What follows belongs to an exercise in optimizing a design on an open flow for small area, a short achievable clock period and few clock cycles; a production flow would make more cautious choices. Function was checked by simulation only, so behaviour that the tests miss may differ from the original. Power and IR drop assume default switching activity.

the reference run:
// mulPipeChip
module mulPipeChip (
	input logic clk,
	input logic arstN,
	input logic in_valid,
	input logic [31:0] in_a,
	input logic [31:0] in_b,
	output logic out_valid,
	output logic [63:0] out_product
);
==> flow/config.mk <==
export PLATFORM = sky130hd
export DESIGN_NAME = mulPipeChip
export DESIGN_NICKNAME = mulPipeChip
export VERILOG_FILES = /design/flow/design.v
export SDC_FILE = /design/flow/constraint.sdc
export NUM_CORES = 4
export LEC_CHECK = 0
export CAP_MARGIN = 50
export CORE_MARGIN = 2
export CORE_UTILIZATION = 55
export SLEW_MARGIN = 80
==> flow/constraint.sdc <==
create_clock -name core_clock -period 13.0 [get_ports {clk}]
set_input_delay 2.6000 -clock core_clock [delete_from_list [all_inputs] [get_ports {clk}]]
set_output_delay 2.6000 -clock core_clock [all_outputs]
set_load 0.01 [all_outputs]
standard.sh (not shown) runs the stock make flow with config.mk's settings and CLKGATE_MAP_FILE= SYNTH_SCRIPT=/design/flow/synth_recipe.tcl, a recipe that flattens the netlist after the stock synthesis.
==> flow/flow/run.sh <==
#!/bin/bash
set -euo pipefail
MARGIN=$(cat flow/margin.txt)
bash standard.sh SYNTH_ARGS=-noabc SETUP_SLACK_MARGIN="$MARGIN" finish > standard_flow.log 2>&1
==> flow/flow/margin.txt <==
9.3
Testbench counts of the reference run, summed over its fixed seeds: cycles 16,024.
## Diff of input files: the trial run against the reference run
Settings: a change of SLEW_MARGIN from 80 to 20; a change of CORE_UTILIZATION from 55 to 60; an added PLACE_DENSITY of 0.7; a change of CAP_MARGIN from 50 to 20.
==> flow/flow/run.sh <==
#!/bin/bash
# The standard ORFS layout (the standard.sh) with these changes:
# - SYNTH_ARGS=-noabc: Yosys's generic synth skips its early "abc -fast", so
#   extract_fa sees the full adders as the RTL writes them (no inverters
#   between adders); everything else in synthesis is the standard script;
# - clock tree synthesis uses larger sink clusters (a shallower, balanced
#   tree) and no dummy loads.
set -euo pipefail
MARGIN=$(cat flow/margin.txt)
CTS="$(cat flow/cts_args.txt)"
bash standard.sh SYNTH_ARGS=-noabc SETUP_SLACK_MARGIN="$MARGIN" "CTS_ARGS=$CTS" finish > standard_flow.log 2>&1
==> flow/flow/cts_args.txt (new file) <==
-sink_clustering_enable -repair_clock_nets -sink_clustering_size 30 -sink_clustering_max_diameter 200 -dont_use_dummy_load
- Register area ends up higher on the reference run.
- The trial run vs. the reference run: global-route wire length before repair fell about 3%; maximum fanout along the worst path moved up.

---

Setup of sierra:
mulPipeChip again, from the RTL that the note above started with.
clock: 13.0 ns
lec_check: 0
cap_margin: 20
core_margin: 2
core_utilization: 60
place_density: 0.7
slew_margin: 20
==> flow/flow/run.sh <==
#!/bin/bash
# The standard ORFS layout (the standard.sh) with these changes:
# - SYNTH_ARGS=-noabc: Yosys's generic synth skips its early "abc -fast", so
#   extract_fa sees the full adders as the RTL writes them (no inverters
#   between adders); everything else in synthesis is the standard script;
# - clock tree synthesis uses larger sink clusters (a shallower, balanced
#   tree) and no dummy loads.
set -euo pipefail
MARGIN=$(cat flow/margin.txt)
CTS="$(cat flow/cts_args.txt)"
bash standard.sh SYNTH_ARGS=-noabc SETUP_SLACK_MARGIN="$MARGIN" "CTS_ARGS=$CTS" finish > standard_flow.log 2>&1
==> flow/flow/cts_args.txt <==
-sink_clustering_enable -repair_clock_nets -sink_clustering_size 20 -sink_clustering_max_diameter 150 -dont_use_dummy_load
Scripts as last shown in full above: flow/flow/margin.txt
Testbench counts of sierra, summed over its fixed seeds: cycles 16,024.
Inputs modified between sierra and nickel:
- PLACE_DENSITY changed from 0.7 to 0.75
- CORE_UTILIZATION changed from 60 to 65
==> flow/flow/run.sh <==
#!/bin/bash
set -euo pipefail
MARGIN=$(cat flow/margin.txt)
bash standard.sh SYNTH_ARGS=-noabc SETUP_SLACK_MARGIN="$MARGIN" finish > standard_flow.log 2>&1
removed: flow/flow/cts_args.txt
Findings:
Summary of the comparison: routability congestion estimate from global placement is higher in nickel, relative to sierra.
nickel ends up with higher setup slack than sierra does.
Compared with sierra, nickel shows number of cells upsized or downsized after cts that has gone up by more than a quarter.
Re critical path depth: nickel is 7 down on sierra.
For nickel, the beginning of the critical path was mulArray_i.out_product[63]$_DFF_P_, unlike sierra, where it was mulArray_i.one_q[8]$_DFF_P_.
Against sierra as the reference, nickel delivers a higher power share of the clock group.
Taking sierra as the reference point, the data arrival time of the worst path of nickel falls by 3000 ps.
On worst slack on hold paths, sierra tracks nickel almost exactly.
Standard cell with the maximum stage delay on the critical path: sky130_fd_sc_hd__dfxtp_2 -> nickel, sky130_fd_sc_hd__dfxtp_4 -> sierra
Input changes introduced in yarrow (baseline for comparison: nickel):
==> flow/flow/run.sh <==
#!/bin/bash
# The standard ORFS layout (the standard.sh) with these changes:
# - SYNTH_ARGS=-noabc: Yosys's generic synth skips its early "abc -fast", so
#   extract_fa sees the full adders as the RTL writes them (no inverters
#   between adders); everything else in synthesis is the standard script;
# - clock tree synthesis uses larger sink clusters (a shallower, balanced
#   tree) and no dummy loads.
set -euo pipefail
MARGIN=$(cat flow/margin.txt)
CTS="$(cat flow/cts_args.txt)"
bash standard.sh SYNTH_ARGS=-noabc SETUP_SLACK_MARGIN="$MARGIN" "CTS_ARGS=$CTS" finish > standard_flow.log 2>&1
==> flow/flow/cts_args.txt (new file) <==
-sink_clustering_enable -repair_clock_nets -sink_clustering_size 20 -sink_clustering_max_diameter 150 -dont_use_dummy_load
### Flow results
- Re largest voltage drop on the vdd net: yarrow is about 4.7% up on nickel.
- register to primary output as the critical path class was reported by nickel, and register to register by yarrow.
- In the flow results for yarrow and nickel, the critical path's largest stage delay is smaller on nickel.
- Between yarrow and nickel, the wire length reported by the detailed router is higher for nickel.
- Compared with nickel, yarrow shows a higher arrival time of the worst setup path.
- [yarrow vs nickel] logic depth of the worst setup path including buffers: higher in yarrow
- Cmp yarrow vs nickel: number of global-route vias before repair lower in yarrow
- The higher clock network power share of yarrow and nickel is in nickel.
- yarrow and nickel ended up with roughly the same number of buffers between clock root and the deepest sink.

==> port drivers added, routing unchanged <==
In the flow no input, the clock included, has a driving cell. The finished layouts below were timed again as built, in two steps.
Step 1, drivers: a clkbuf_16 drives clk and a buf_2 each remaining input, both assumed.
Step 2 times the ports against the registers' clock, not the clock port: input delays grow and output delays shrink by t, the midpoint of the rising clock arrivals with the driver on.
a / b / c = ideal ports / drivers / drivers and shift; a / b = the first two.
run | shift t [ns] | slack for setup (ns) | worst slew at a driven data input, ns
the reference run | 0.614 | 9.324 / 9.265 / 9.324 | 0.05
the trial run | 0.603 | 9.295 / 9.265 / 9.295 | 0.07
sierra | 0.596 | 9.291 / 9.264 / 9.291 | 0.06
nickel | 0.684 | 9.304 / 9.243 / 9.262 | 0.08
yarrow | 0.615 | 9.266 / 9.251 / 9.266 | 0.08
After both steps setup and hold are still met in every run listed. The setup slack of nickel, which loses most, moves by -0.061 ns with the drivers and by -0.042 ns with both steps.
